This design comes from an exercise in tuning for small area and a short achievable clock period on the open sky130 flow, not from production work.
Function was checked by simulation only, so behaviour that the tests miss may differ from the original.

==> inputs of run D <==
==> flow/design.v <==
package datapath_pkg;
   localparam int DP_WIDTH    = 16;
   localparam int DP_D_ADDR_W = 8;
   localparam int DP_R_ADDR_W = 4;
   localparam logic [3:0] OP_ADD = 4'h1, OP_SUB = 4'h2, OP_AND = 4'h3, OP_OR  = 4'h4,
                          OP_XOR = 4'h5, OP_NOT = 4'h6, OP_PA  = 4'h7, OP_PB  = 4'h8,
                          OP_INC = 4'h9, OP_DEC = 4'hA, OP_SHL = 4'hB, OP_SHR = 4'hC;
endpackage
module dp_hazard_unit (
   input  logic [3:0] rd_addr,
   input  logic [3:0] ex_waddr,
   input  logic       ex_fwd,      
   input  logic       ex_ldw,      
   input  logic [3:0] wb_addr,     
   input  logic       wb_valid,
   output logic       ex_hit,      
   output logic       ld_hit,      
   output logic       wb_hit       
);
   logic ex_eq;
   assign ex_eq  = (ex_waddr == rd_addr);
   assign ex_hit = ex_fwd & ex_eq;
   assign ld_hit = ex_ldw & ex_eq;
   assign wb_hit = wb_valid & (wb_addr == rd_addr);
endmodule
module dp_aoi222 (
   input  logic a0, s0, a1, s1, a2, s2,
   output logic y
);
   assign y = ~((a0 & s0) | (a1 & s1) | (a2 & s2));
endmodule
module pipelined_datapath #(
   parameter int WIDTH    = datapath_pkg::DP_WIDTH,
   parameter int D_ADDR_W = datapath_pkg::DP_D_ADDR_W,
   parameter int R_ADDR_W = datapath_pkg::DP_R_ADDR_W,
   parameter bit FORWARD  = 1'b1
) (
   input  logic                clk,
   input  logic                rst_n,
   input  logic                in_valid,
   output logic                in_ready,
   input  logic [D_ADDR_W-1:0] D_addr,
   input  logic                D_wr,
   input  logic                RF_s,
   input  logic                RF_W_en,
   input  logic [R_ADDR_W-1:0] RF_W_addr,
   input  logic [R_ADDR_W-1:0] RF_A_addr,
   input  logic [R_ADDR_W-1:0] RF_B_addr,
   input  logic [3:0]          ALU_sel,
   output logic [WIDTH-1:0]    ALU_A,
   output logic [WIDTH-1:0]    ALU_B,
   output logic [WIDTH-1:0]    ALU_Out,
   output logic                wb_valid,
   output logic [R_ADDR_W-1:0] wb_addr,
   output logic [WIDTH-1:0]    wb_data
);
   localparam int NW = 2**D_ADDR_W;    
   localparam int NR = 2**R_ADDR_W;    
   logic par;
   always_ff @(posedge clk) par <= ~par;
   logic [WIDTH-1:0]    ex_a, ex_b, ex_alu;
   logic [WIDTH-1:0]    ex_xp;                 
   logic [WIDTH-2:0]    ex_xg;                 
   logic [WIDTH-2:4]    ex_xP;                 
   logic                ex_fwd, ex_ldw, ex_wr, ex_nwr;
   logic [R_ADDR_W-1:0] ex_waddr, ld_waddr_n;
   logic [15:0]         rs_hi, rs_lo;          
   logic [D_ADDR_W-1:0] ex_daddr, ex_daddr_n;
   logic                wb_valid_q, wb_nvalid_q;
   logic [R_ADDR_W-1:0] wb_addr_q, wb_addr_n_q;
   logic                wb_sel_alu, wb_sel_mem;
   logic [WIDTH-1:0]    wb_alu_q, wb_mp0_q, wb_mp1_q;
   logic [WIDTH-1:0]    wb_res;
   logic [NR*WIDTH-1:0] rf_y;
   logic [NR-1:0]       rf_we, rf_nwe, rf_v;
   genvar gi, gb;
   generate
      for (gi = 0; gi < NR; gi++) begin : g_rf
         assign rf_we[gi]  = wb_valid_q & (wb_addr_q == R_ADDR_W'(gi));
         assign rf_nwe[gi] = wb_nvalid_q | (~wb_addr_n_q != R_ADDR_W'(gi));
         for (gb = 0; gb < WIDTH; gb++) begin : g_bit
            always_ff @(posedge clk)
               rf_y[gi*WIDTH+gb] <= (rf_we[gi] & wb_res[gb]) | (rf_nwe[gi] & rf_y[gi*WIDTH+gb]);
         end
      end
   endgenerate
   always_ff @(posedge clk or negedge rst_n) begin
      if (!rst_n) rf_v <= '0;
      else        rf_v <= rf_v | rf_we;
   end
   logic [WIDTH-1:0] rf_a, rf_b, fwd_a, fwd_b;
   logic             exa_hit, exb_hit, lda_hit, ldb_hit, wba_hit, wbb_hit;
   logic             stall, take;
   dp_hazard_unit u_haz_a (
      .rd_addr(RF_A_addr), .ex_waddr(ex_waddr), .ex_fwd(ex_fwd), .ex_ldw(ex_ldw),
      .wb_addr(wb_addr_q), .wb_valid(wb_valid_q),
      .ex_hit(exa_hit), .ld_hit(lda_hit), .wb_hit(wba_hit));
   dp_hazard_unit u_haz_b (
      .rd_addr(RF_B_addr), .ex_waddr(ex_waddr), .ex_fwd(ex_fwd), .ex_ldw(ex_ldw),
      .wb_addr(wb_addr_q), .wb_valid(wb_valid_q),
      .ex_hit(exb_hit), .ld_hit(ldb_hit), .wb_hit(wbb_hit));
   assign in_ready = ~(ex_ldw & ((~ld_waddr_n == RF_A_addr) | (~ld_waddr_n == RF_B_addr)));
   assign stall    = lda_hit | ldb_hit;
   assign take     = in_valid & ~stall;
   assign rf_a = {WIDTH{rf_v[RF_A_addr]}} & rf_y[RF_A_addr*WIDTH +: WIDTH];
   assign rf_b = {WIDTH{rf_v[RF_B_addr]}} & rf_y[RF_B_addr*WIDTH +: WIDTH];
   always_comb begin
      if (exa_hit)      fwd_a = ex_alu;
      else if (wba_hit) fwd_a = wb_res;
      else              fwd_a = rf_a;
      if (exb_hit)      fwd_b = ex_alu;
      else if (wbb_hit) fwd_b = wb_res;
      else              fwd_b = rf_b;
   end
   logic       d_add, d_bsel, d_binv, d_cin, d_shl, d_shr;
   logic [3:0] d_lut;
   always_comb begin
      d_add = 1'b0; d_bsel = 1'b0; d_binv = 1'b0; d_cin = 1'b0;
      d_shl = 1'b0; d_shr = 1'b0; d_lut = 4'b0000;
      case (ALU_sel)
         datapath_pkg::OP_ADD: begin d_add = 1'b1; d_bsel = 1'b1; end
         datapath_pkg::OP_SUB: begin d_add = 1'b1; d_bsel = 1'b1; d_binv = 1'b1; d_cin = 1'b1; end
         datapath_pkg::OP_INC: begin d_add = 1'b1; d_cin = 1'b1; end
         datapath_pkg::OP_DEC: begin d_add = 1'b1; d_binv = 1'b1; end
         datapath_pkg::OP_AND: d_lut = 4'b1000;
         datapath_pkg::OP_OR:  d_lut = 4'b1110;
         datapath_pkg::OP_XOR: d_lut = 4'b0110;
         datapath_pkg::OP_NOT: d_lut = 4'b0011;
         datapath_pkg::OP_PA:  d_lut = 4'b1100;
         datapath_pkg::OP_PB:  d_lut = 4'b1010;
         datapath_pkg::OP_SHL: d_shl = 1'b1;
         datapath_pkg::OP_SHR: d_shr = 1'b1;
         default: ;
      endcase
   end
   logic [WIDTH-1:0] bop, lut_r, oth, g0, p0, sum;
   logic [WIDTH-1:0] gl [4], pl [4];
   logic [WIDTH-1:0] binv;
   assign binv = {WIDTH{d_binv}};
   always_comb begin
      if (!d_bsel)      bop = binv;
      else if (exb_hit) bop = ex_alu ^ binv;
      else if (wbb_hit) bop = wb_res ^ binv;
      else              bop = rf_b ^ binv;
   end
   assign g0 = fwd_a & bop;
   assign p0 = fwd_a ^ bop;
   always_comb begin
      gl[0] = g0;
      pl[0] = p0;
      gl[0][0] = g0[0] | (p0[0] & d_cin);
      for (int l = 1; l < 3; l++) begin
         for (int i = 0; i < WIDTH; i++) begin
            if (i >= (1 << (l-1))) begin
               gl[l][i] = gl[l-1][i] | (pl[l-1][i] & gl[l-1][i - (1 << (l-1))]);
               pl[l][i] = pl[l-1][i] & pl[l-1][i - (1 << (l-1))];
            end else begin
               gl[l][i] = gl[l-1][i];
               pl[l][i] = pl[l-1][i];
            end
         end
      end
      sum    = p0;
      sum[0] = p0[0] ^ d_cin;    
   end
   always_comb begin
      for (int i = 0; i < WIDTH; i++)
         lut_r[i] = d_lut[{fwd_a[i], fwd_b[i]}];
   end
   assign oth = lut_r
              | ({WIDTH{d_shl}} & {fwd_a[WIDTH-2:0], 1'b0})
              | ({WIDTH{d_shr}} & {1'b0, fwd_a[WIDTH-1:1]});
   always_ff @(posedge clk or negedge rst_n) begin
      if (!rst_n) begin
         ex_xp <= '0;
         ex_xg <= '0;
      end else begin
         ex_xp <= !take ? '0 : d_add ? sum : oth;
         ex_xg <= (take & d_add) ? gl[2][WIDTH-2:0] : '0;
      end
   end
   always_ff @(posedge clk) ex_xP <= pl[2][WIDTH-2:4];
   logic [WIDTH-2:0] g3, g4;
   logic [WIDTH-2:8] p3;
   always_comb begin
      for (int i = 0; i < WIDTH-1; i++)
         g3[i] = (i >= 4) ? (ex_xg[i] | (ex_xP[i] & ex_xg[i-4])) : ex_xg[i];
      for (int i = 8; i < WIDTH-1; i++)
         p3[i] = ex_xP[i] & ex_xP[i-4];
      for (int i = 0; i < WIDTH-1; i++)
         g4[i] = (i >= 8) ? (g3[i] | (p3[i] & g3[i-8])) : g3[i];
   end
   assign ex_alu = ex_xp ^ {g4, 1'b0};
   always_ff @(posedge clk or negedge rst_n) begin
      if (!rst_n) begin
         ex_a   <= '0;
         ex_b   <= '0;
         ex_fwd <= 1'b0;
         ex_ldw <= 1'b0;
         ex_wr  <= 1'b0;
         ex_nwr <= 1'b1;
      end else begin
         ex_a   <= take ? fwd_a : '0;
         ex_b   <= take ? fwd_b : '0;
         ex_fwd <= take & RF_W_en & RF_s;
         ex_ldw <= take & RF_W_en & ~RF_s;
         ex_wr  <= take & D_wr;
         ex_nwr <= ~(take & D_wr);
      end
   end
   always_ff @(posedge clk) begin
      ex_waddr   <= RF_W_addr;
      ex_daddr   <= D_addr;
      ex_daddr_n <= ~D_addr;
      ld_waddr_n <= ~RF_W_addr;
      rs_hi      <= 16'd1 << D_addr[7:4];
      rs_lo      <= 16'd1 << D_addr[3:0];
   end
   assign ALU_A   = ex_a;
   assign ALU_B   = ex_b;
   assign ALU_Out = ex_alu;
   logic [NW*WIDTH-1:0] mem_y;
   logic [NW-1:0]       m_we, m_nwe;
   logic [15:0]         hi, lo, hi_n, lo_n, hi_w, hi_nw;
   logic [WIDTH-1:0]    m_wd;
   assign hi   = 16'd1 << ex_daddr[7:4];
   assign lo   = 16'd1 << ex_daddr[3:0];
   assign hi_n = 16'd1 << ~ex_daddr_n[7:4];
   assign lo_n = 16'd1 << ~ex_daddr_n[3:0];
   assign hi_w  = hi & {16{ex_wr}};
   assign hi_nw = hi_n & {16{~ex_nwr}};
   assign m_wd = ex_a ^ {WIDTH{par}};
   generate
      for (gi = 0; gi < NW; gi++) begin : g_mem
         assign m_we[gi]  = hi_w[gi/16] & lo[gi%16];
         assign m_nwe[gi] = ~(hi_nw[gi/16] & lo_n[gi%16]);
         for (gb = 0; gb < WIDTH; gb++) begin : g_bit
            always_ff @(posedge clk)
               mem_y[gi*WIDTH+gb] <= ~((m_we[gi] | mem_y[gi*WIDTH+gb]) & (m_nwe[gi] | m_wd[gb]));
         end
      end
   endgenerate
   localparam int NG = NW / 3;               
   logic [NW-1:0]       rsel_w;
   logic [WIDTH-1:0]    grp_n [NG+1];
   generate
      for (gi = 0; gi < NW; gi++) begin : g_rsel
         assign rsel_w[gi] = rs_hi[gi/16] & rs_lo[gi%16];
      end
      for (gi = 0; gi < NG; gi++) begin : g_grp
         for (gb = 0; gb < WIDTH; gb++) begin : g_bit
            dp_aoi222 u_aoi (
               .a0(mem_y[(3*gi)*WIDTH+gb]),   .s0(rsel_w[3*gi]),
               .a1(mem_y[(3*gi+1)*WIDTH+gb]), .s1(rsel_w[3*gi+1]),
               .a2(mem_y[(3*gi+2)*WIDTH+gb]), .s2(rsel_w[3*gi+2]),
               .y (grp_n[gi][gb]));
         end
      end
   endgenerate
   logic [WIDTH-1:0] m_p0, m_p1;
   always_comb begin
      for (int b = 0; b < WIDTH; b++) grp_n[NG][b] = ~(mem_y[(NW-1)*WIDTH+b] & rsel_w[NW-1]);
      m_p0 = '1;
      for (int k = 0; k < NG/2; k++) m_p0 = m_p0 & grp_n[k];
      m_p1 = '1;
      for (int k = NG/2; k <= NG; k++) m_p1 = m_p1 & grp_n[k];
      m_p0 = ~m_p0;
      m_p1 = ~m_p1;
   end
   always_ff @(posedge clk or negedge rst_n) begin
      if (!rst_n) begin
         wb_valid_q  <= 1'b0;
         wb_nvalid_q <= 1'b1;
         wb_addr_q   <= '0;
         wb_sel_alu  <= 1'b0;
         wb_sel_mem  <= 1'b0;
      end else begin
         wb_valid_q  <= ex_fwd | ex_ldw;
         wb_nvalid_q <= ~(ex_fwd | ex_ldw);
         wb_addr_q   <= (ex_fwd | ex_ldw) ? ex_waddr : '0;
         wb_sel_alu  <= ex_fwd;
         wb_sel_mem  <= ex_ldw;
      end
   end
   always_ff @(posedge clk) begin
      wb_addr_n_q <= ~ex_waddr;
      wb_alu_q    <= ex_alu;
      wb_mp0_q    <= m_p0;
      wb_mp1_q    <= m_p1;
   end
   assign wb_res = ({WIDTH{wb_sel_alu}} & wb_alu_q)
                 | ({WIDTH{wb_sel_mem}} & ((wb_mp0_q | wb_mp1_q) ^ {WIDTH{~par}}));
   assign wb_valid = wb_valid_q;
   assign wb_addr  = wb_addr_q;
   assign wb_data  = wb_res;
endmodule
==> flow/flow/run.sh <==
#!/bin/bash
# The standard ORFS layout (the standard.sh), with two changes: clock
# tree synthesis runs without dummy loads, and the port buffers are plain
# buf_2 cells instead of the delay cells buffer_ports picks by default.
# Make's full output goes to flow_make.log here; each step's log is under
# orfs/logs/.
set -euo pipefail
bash standard.sh \
  "CTS_ARGS=-sink_clustering_enable -repair_clock_nets -dont_use_dummy_load -sink_clustering_size 24 -sink_clustering_max_diameter 120" \
  "BUFFER_PORTS_ARGS=-inputs -outputs -buffer_cell sky130_fd_sc_hd__buf_2" \
  finish > flow_make.log 2>&1
==> flow/standard.sh <==
#!/bin/bash
# synth_recipe.tcl (not shown) runs the flow's synth.tcl, then flattens the netlist and writes it again
# the make line also repeats each setting of config.mk as NAME=value (left out here)
make -C /OpenROAD-flow-scripts/flow DESIGN_CONFIG=/design/flow/config.mk WORK_HOME=/design/flow/orfs CLKGATE_MAP_FILE= SYNTH_SCRIPT=/design/flow/synth_recipe.tcl "${@:-finish}"
==> flow/config.mk <==
export PLATFORM = sky130hd
export DESIGN_NAME = pipelined_datapath
export DESIGN_NICKNAME = pipelined_datapath
export VERILOG_FILES = /design/flow/design.v
export SDC_FILE = /design/flow/constraint.sdc
export NUM_CORES = 4
export LEC_CHECK = 0
export CAP_MARGIN = 30
export CORE_MARGIN = 2
export CORE_UTILIZATION = 55
export CTS_CLUSTER_DIAMETER = 120
export CTS_CLUSTER_SIZE = 24
export SETUP_SLACK_MARGIN = 4.0
export SLEW_MARGIN = 30
export SYNTH_HIERARCHICAL = 1
export SYNTH_MINIMUM_KEEP_SIZE = 0
==> flow/constraint.sdc <==
create_clock -name core_clock -period 8.0 [get_ports {clk}]
set_input_delay 1.6000 -clock core_clock [delete_from_list [all_inputs] [get_ports {clk}]]
set_output_delay 1.6000 -clock core_clock [all_outputs]
set_load 0.01 [all_outputs]
==> run H (differences from run D) <==
==> flow/design.v, changed modules only <==
module pipelined_datapath #(
   parameter int WIDTH    = datapath_pkg::DP_WIDTH,
   parameter int D_ADDR_W = datapath_pkg::DP_D_ADDR_W,
   parameter int R_ADDR_W = datapath_pkg::DP_R_ADDR_W,
   parameter bit FORWARD  = 1'b1
) (
   input  logic                clk,
   input  logic                rst_n,
   input  logic                in_valid,
   output logic                in_ready,
   input  logic [D_ADDR_W-1:0] D_addr,
   input  logic                D_wr,
   input  logic                RF_s,
   input  logic                RF_W_en,
   input  logic [R_ADDR_W-1:0] RF_W_addr,
   input  logic [R_ADDR_W-1:0] RF_A_addr,
   input  logic [R_ADDR_W-1:0] RF_B_addr,
   input  logic [3:0]          ALU_sel,
   output logic [WIDTH-1:0]    ALU_A,
   output logic [WIDTH-1:0]    ALU_B,
   output logic [WIDTH-1:0]    ALU_Out,
   output logic                wb_valid,
   output logic [R_ADDR_W-1:0] wb_addr,
   output logic [WIDTH-1:0]    wb_data
);
   localparam int NW = 2**D_ADDR_W;    
   localparam int NR = 2**R_ADDR_W;    
   logic par;
   always_ff @(posedge clk) par <= ~par;
   logic [WIDTH-1:0]    ex_a, ex_b, ex_alu;
   logic [WIDTH-1:0]    ex_xp;                 
   logic [WIDTH-2:0]    ex_xg;                 
   logic [WIDTH-2:4]    ex_xP;                 
   logic                ex_fwd, ex_ldw, ex_wr, ex_nwr;
   logic [R_ADDR_W-1:0] ex_waddr, ld_waddr_n;
   logic [15:0]         rs_hi, rs_lo;          
   logic [D_ADDR_W-1:0] ex_daddr, ex_daddr_n;
   logic                wb_valid_q, wb_nvalid_q;
   logic [R_ADDR_W-1:0] wb_addr_q, wb_addr_n_q;
   logic [WIDTH-1:0]    wb_data_q;
   logic [NR*WIDTH-1:0] rf_y;
   logic [NR-1:0]       rf_we, rf_nwe, rf_v;
   genvar gi, gb;
   generate
      for (gi = 0; gi < NR; gi++) begin : g_rf
         assign rf_we[gi]  = wb_valid_q & (wb_addr_q == R_ADDR_W'(gi));
         assign rf_nwe[gi] = wb_nvalid_q | (~wb_addr_n_q != R_ADDR_W'(gi));
         for (gb = 0; gb < WIDTH; gb++) begin : g_bit
            always_ff @(posedge clk)
               rf_y[gi*WIDTH+gb] <= (rf_we[gi] & wb_data_q[gb]) | (rf_nwe[gi] & rf_y[gi*WIDTH+gb]);
         end
      end
   endgenerate
   always_ff @(posedge clk or negedge rst_n) begin
      if (!rst_n) rf_v <= '0;
      else        rf_v <= rf_v | rf_we;
   end
   logic [WIDTH-1:0] rf_a, rf_b, fwd_a, fwd_b;
   logic             exa_hit, exb_hit, lda_hit, ldb_hit, wba_hit, wbb_hit;
   logic             stall, take;
   dp_hazard_unit u_haz_a (
      .rd_addr(RF_A_addr), .ex_waddr(ex_waddr), .ex_fwd(ex_fwd), .ex_ldw(ex_ldw),
      .wb_addr(wb_addr_q), .wb_valid(wb_valid_q),
      .ex_hit(exa_hit), .ld_hit(lda_hit), .wb_hit(wba_hit));
   dp_hazard_unit u_haz_b (
      .rd_addr(RF_B_addr), .ex_waddr(ex_waddr), .ex_fwd(ex_fwd), .ex_ldw(ex_ldw),
      .wb_addr(wb_addr_q), .wb_valid(wb_valid_q),
      .ex_hit(exb_hit), .ld_hit(ldb_hit), .wb_hit(wbb_hit));
   assign in_ready = ~(ex_ldw & ((~ld_waddr_n == RF_A_addr) | (~ld_waddr_n == RF_B_addr)));
   assign stall    = lda_hit | ldb_hit;
   assign take     = in_valid & ~stall;
   assign rf_a = {WIDTH{rf_v[RF_A_addr]}} & rf_y[RF_A_addr*WIDTH +: WIDTH];
   assign rf_b = {WIDTH{rf_v[RF_B_addr]}} & rf_y[RF_B_addr*WIDTH +: WIDTH];
   always_comb begin
      if (exa_hit)      fwd_a = ex_alu;
      else if (wba_hit) fwd_a = wb_data_q;
      else              fwd_a = rf_a;
      if (exb_hit)      fwd_b = ex_alu;
      else if (wbb_hit) fwd_b = wb_data_q;
      else              fwd_b = rf_b;
   end
   logic       d_add, d_bsel, d_binv, d_cin, d_shl, d_shr;
   logic [3:0] d_lut;
   always_comb begin
      d_add = 1'b0; d_bsel = 1'b0; d_binv = 1'b0; d_cin = 1'b0;
      d_shl = 1'b0; d_shr = 1'b0; d_lut = 4'b0000;
      case (ALU_sel)
         datapath_pkg::OP_ADD: begin d_add = 1'b1; d_bsel = 1'b1; end
         datapath_pkg::OP_SUB: begin d_add = 1'b1; d_bsel = 1'b1; d_binv = 1'b1; d_cin = 1'b1; end
         datapath_pkg::OP_INC: begin d_add = 1'b1; d_cin = 1'b1; end
         datapath_pkg::OP_DEC: begin d_add = 1'b1; d_binv = 1'b1; end
         datapath_pkg::OP_AND: d_lut = 4'b1000;
         datapath_pkg::OP_OR:  d_lut = 4'b1110;
         datapath_pkg::OP_XOR: d_lut = 4'b0110;
         datapath_pkg::OP_NOT: d_lut = 4'b0011;
         datapath_pkg::OP_PA:  d_lut = 4'b1100;
         datapath_pkg::OP_PB:  d_lut = 4'b1010;
         datapath_pkg::OP_SHL: d_shl = 1'b1;
         datapath_pkg::OP_SHR: d_shr = 1'b1;
         default: ;
      endcase
   end
   logic [WIDTH-1:0] bop, lut_r, oth, g0, p0, sum;
   logic [WIDTH-1:0] gl [4], pl [4];
   logic [WIDTH-1:0] binv;
   assign binv = {WIDTH{d_binv}};
   always_comb begin
      if (!d_bsel)      bop = binv;
      else if (exb_hit) bop = ex_alu ^ binv;
      else if (wbb_hit) bop = wb_data_q ^ binv;
      else              bop = rf_b ^ binv;
   end
   assign g0 = fwd_a & bop;
   assign p0 = fwd_a ^ bop;
   always_comb begin
      gl[0] = g0;
      pl[0] = p0;
      gl[0][0] = g0[0] | (p0[0] & d_cin);
      for (int l = 1; l < 3; l++) begin
         for (int i = 0; i < WIDTH; i++) begin
            if (i >= (1 << (l-1))) begin
               gl[l][i] = gl[l-1][i] | (pl[l-1][i] & gl[l-1][i - (1 << (l-1))]);
               pl[l][i] = pl[l-1][i] & pl[l-1][i - (1 << (l-1))];
            end else begin
               gl[l][i] = gl[l-1][i];
               pl[l][i] = pl[l-1][i];
            end
         end
      end
      sum    = p0;
      sum[0] = p0[0] ^ d_cin;    
   end
   always_comb begin
      for (int i = 0; i < WIDTH; i++)
         lut_r[i] = d_lut[{fwd_a[i], fwd_b[i]}];
   end
   assign oth = lut_r
              | ({WIDTH{d_shl}} & {fwd_a[WIDTH-2:0], 1'b0})
              | ({WIDTH{d_shr}} & {1'b0, fwd_a[WIDTH-1:1]});
   always_ff @(posedge clk or negedge rst_n) begin
      if (!rst_n) begin
         ex_xp <= '0;
         ex_xg <= '0;
      end else begin
         ex_xp <= !take ? '0 : d_add ? sum : oth;
         ex_xg <= (take & d_add) ? gl[2][WIDTH-2:0] : '0;
      end
   end
   always_ff @(posedge clk) ex_xP <= pl[2][WIDTH-2:4];
   logic [WIDTH-2:0] g3, g4;
   logic [WIDTH-2:8] p3;
   always_comb begin
      for (int i = 0; i < WIDTH-1; i++)
         g3[i] = (i >= 4) ? (ex_xg[i] | (ex_xP[i] & ex_xg[i-4])) : ex_xg[i];
      for (int i = 8; i < WIDTH-1; i++)
         p3[i] = ex_xP[i] & ex_xP[i-4];
      for (int i = 0; i < WIDTH-1; i++)
         g4[i] = (i >= 8) ? (g3[i] | (p3[i] & g3[i-8])) : g3[i];
   end
   assign ex_alu = ex_xp ^ {g4, 1'b0};
   always_ff @(posedge clk or negedge rst_n) begin
      if (!rst_n) begin
         ex_a   <= '0;
         ex_b   <= '0;
         ex_fwd <= 1'b0;
         ex_ldw <= 1'b0;
         ex_wr  <= 1'b0;
         ex_nwr <= 1'b1;
      end else begin
         ex_a   <= take ? fwd_a : '0;
         ex_b   <= take ? fwd_b : '0;
         ex_fwd <= take & RF_W_en & RF_s;
         ex_ldw <= take & RF_W_en & ~RF_s;
         ex_wr  <= take & D_wr;
         ex_nwr <= ~(take & D_wr);
      end
   end
   always_ff @(posedge clk) begin
      ex_waddr   <= RF_W_addr;
      ex_daddr   <= D_addr;
      ex_daddr_n <= ~D_addr;
      ld_waddr_n <= ~RF_W_addr;
      rs_hi      <= 16'd1 << D_addr[7:4];
      rs_lo      <= 16'd1 << D_addr[3:0];
   end
   assign ALU_A   = ex_a;
   assign ALU_B   = ex_b;
   assign ALU_Out = ex_alu;
   logic [NW*WIDTH-1:0] mem_y;
   logic [NW-1:0]       m_we, m_nwe;
   logic [15:0]         hi, lo, hi_n, lo_n, hi_w, hi_nw;
   logic [WIDTH-1:0]    m_wd, m_rd;
   assign hi   = 16'd1 << ex_daddr[7:4];
   assign lo   = 16'd1 << ex_daddr[3:0];
   assign hi_n = 16'd1 << ~ex_daddr_n[7:4];
   assign lo_n = 16'd1 << ~ex_daddr_n[3:0];
   assign hi_w  = hi & {16{ex_wr}};
   assign hi_nw = hi_n & {16{~ex_nwr}};
   assign m_wd = ex_a ^ {WIDTH{par}};
   generate
      for (gi = 0; gi < NW; gi++) begin : g_mem
         assign m_we[gi]  = hi_w[gi/16] & lo[gi%16];
         assign m_nwe[gi] = ~(hi_nw[gi/16] & lo_n[gi%16]);
         for (gb = 0; gb < WIDTH; gb++) begin : g_bit
            always_ff @(posedge clk)
               mem_y[gi*WIDTH+gb] <= ~((m_we[gi] | mem_y[gi*WIDTH+gb]) & (m_nwe[gi] | m_wd[gb]));
         end
      end
   endgenerate
   logic [WIDTH-1:0] rowv [16];
   always_comb begin
      for (int r = 0; r < 16; r++) begin
         rowv[r] = '0;
         for (int c = 0; c < 16; c++)
            rowv[r] = rowv[r] | ({WIDTH{rs_lo[c]}} & mem_y[(r*16+c)*WIDTH +: WIDTH]);
      end
      m_rd = '0;
      for (int r = 0; r < 16; r++)
         m_rd = m_rd | ({WIDTH{rs_hi[r]}} & rowv[r]);
      m_rd = m_rd ^ {WIDTH{par}};
   end
   always_ff @(posedge clk or negedge rst_n) begin
      if (!rst_n) begin
         wb_valid_q  <= 1'b0;
         wb_nvalid_q <= 1'b1;
         wb_addr_q   <= '0;
         wb_data_q   <= '0;
      end else begin
         wb_valid_q  <= ex_fwd | ex_ldw;
         wb_nvalid_q <= ~(ex_fwd | ex_ldw);
         wb_addr_q   <= (ex_fwd | ex_ldw) ? ex_waddr : '0;
         wb_data_q   <= ({WIDTH{ex_fwd}} & ex_alu) | ({WIDTH{ex_ldw}} & m_rd);
      end
   end
   always_ff @(posedge clk) wb_addr_n_q <= ~ex_waddr;
   assign wb_valid = wb_valid_q;
   assign wb_addr  = wb_addr_q;
   assign wb_data  = wb_data_q;
endmodule
// module dp_aoi222 removed
==> flow/flow/run.sh (replaced) <==
#!/bin/bash
# The standard ORFS layout (the standard.sh), with clock tree synthesis
# run without dummy loads. Make's full output goes to flow_make.log here.
set -euo pipefail
bash standard.sh \
  "CTS_ARGS=-sink_clustering_enable -repair_clock_nets -dont_use_dummy_load -sink_clustering_size 24 -sink_clustering_max_diameter 120" \
  finish > flow_make.log 2>&1
Settings changed: CAP_MARGIN 30 to 20, SETUP_SLACK_MARGIN 4.0 to 3.9, SLEW_MARGIN 30 to 20, SYNTH_HIERARCHICAL 1 to unset, SYNTH_MINIMUM_KEEP_SIZE 0 to unset.
==> flow_summary.json <==
{
  "status": "complete, no violations",
  "gr-usage-met1_pct": 57.7,
  "fp.dieW_um": 533,
  "diodes": 101,
  "met1_length_um": 240000,
  "place_inst": 16700,
  "synth_simple_gate_area_share_pct": 5.42,
  "seqPwrFrac_pct": 63.5,
  "grt_util_met2_pct": 59.9
}
(the above is from run D)
==> flow_summary.json <==
{
  "diodes": 46,
  "grt_pass1_vias": 137000,
  "status": "complete, no violations",
  "synth_simple_gate_area_share_pct": 4.47,
  "ys_warn_count": 4,
  "synth_top_family_by_area": "compound AO/OA/AOI/OAI gates",
  "dr.pass1.iters": 10,
  "gr-usage-met3_pct": 19.4,
  "met1_length_um": 263000,
  "fp.dieW_um": 539,
  "ys_ff_latch": 4529,
  "gr-usage-met1_pct": 60.4,
  "inverters": 39,
  "finalHoldViolations": 0,
  "seqPwrFrac_pct": 61.3,
  "ctsHoldBuffers": 0,
  "num-multi-input-gates": 8707,
  "grt_util_met2_pct": 67.4
}
(the above is from run H)

==> re-timing with driven ports <==
No port has a modelled driver above. Below, the same layouts with a new extraction and two added sets of constraints.
Step 1 assumes that a clkbuf_16 drives the clock port and a buf_2 every other input.
Step 2 times the ports against the registers' clock, not the clock port: input delays grow and output delays shrink by t, the midpoint of the rising clock arrivals with the driver on.
Three values: ideal ports, drivers, drivers and shift; two values: the first two.
run | t (ns) | setup slack, ns | clock arrival spread, ns
run D | 1.036 | 3.847 / 3.666 / 2.988 | 0.089 / 0.089
run H | 1.048 | 3.554 / 3.554 / 2.817 | 0.103 / 0.103
After both steps setup and hold are still met in every run listed. For run D, which loses most, drivers alone change the setup slack by -0.181 ns; drivers and shift together by -0.859 ns.
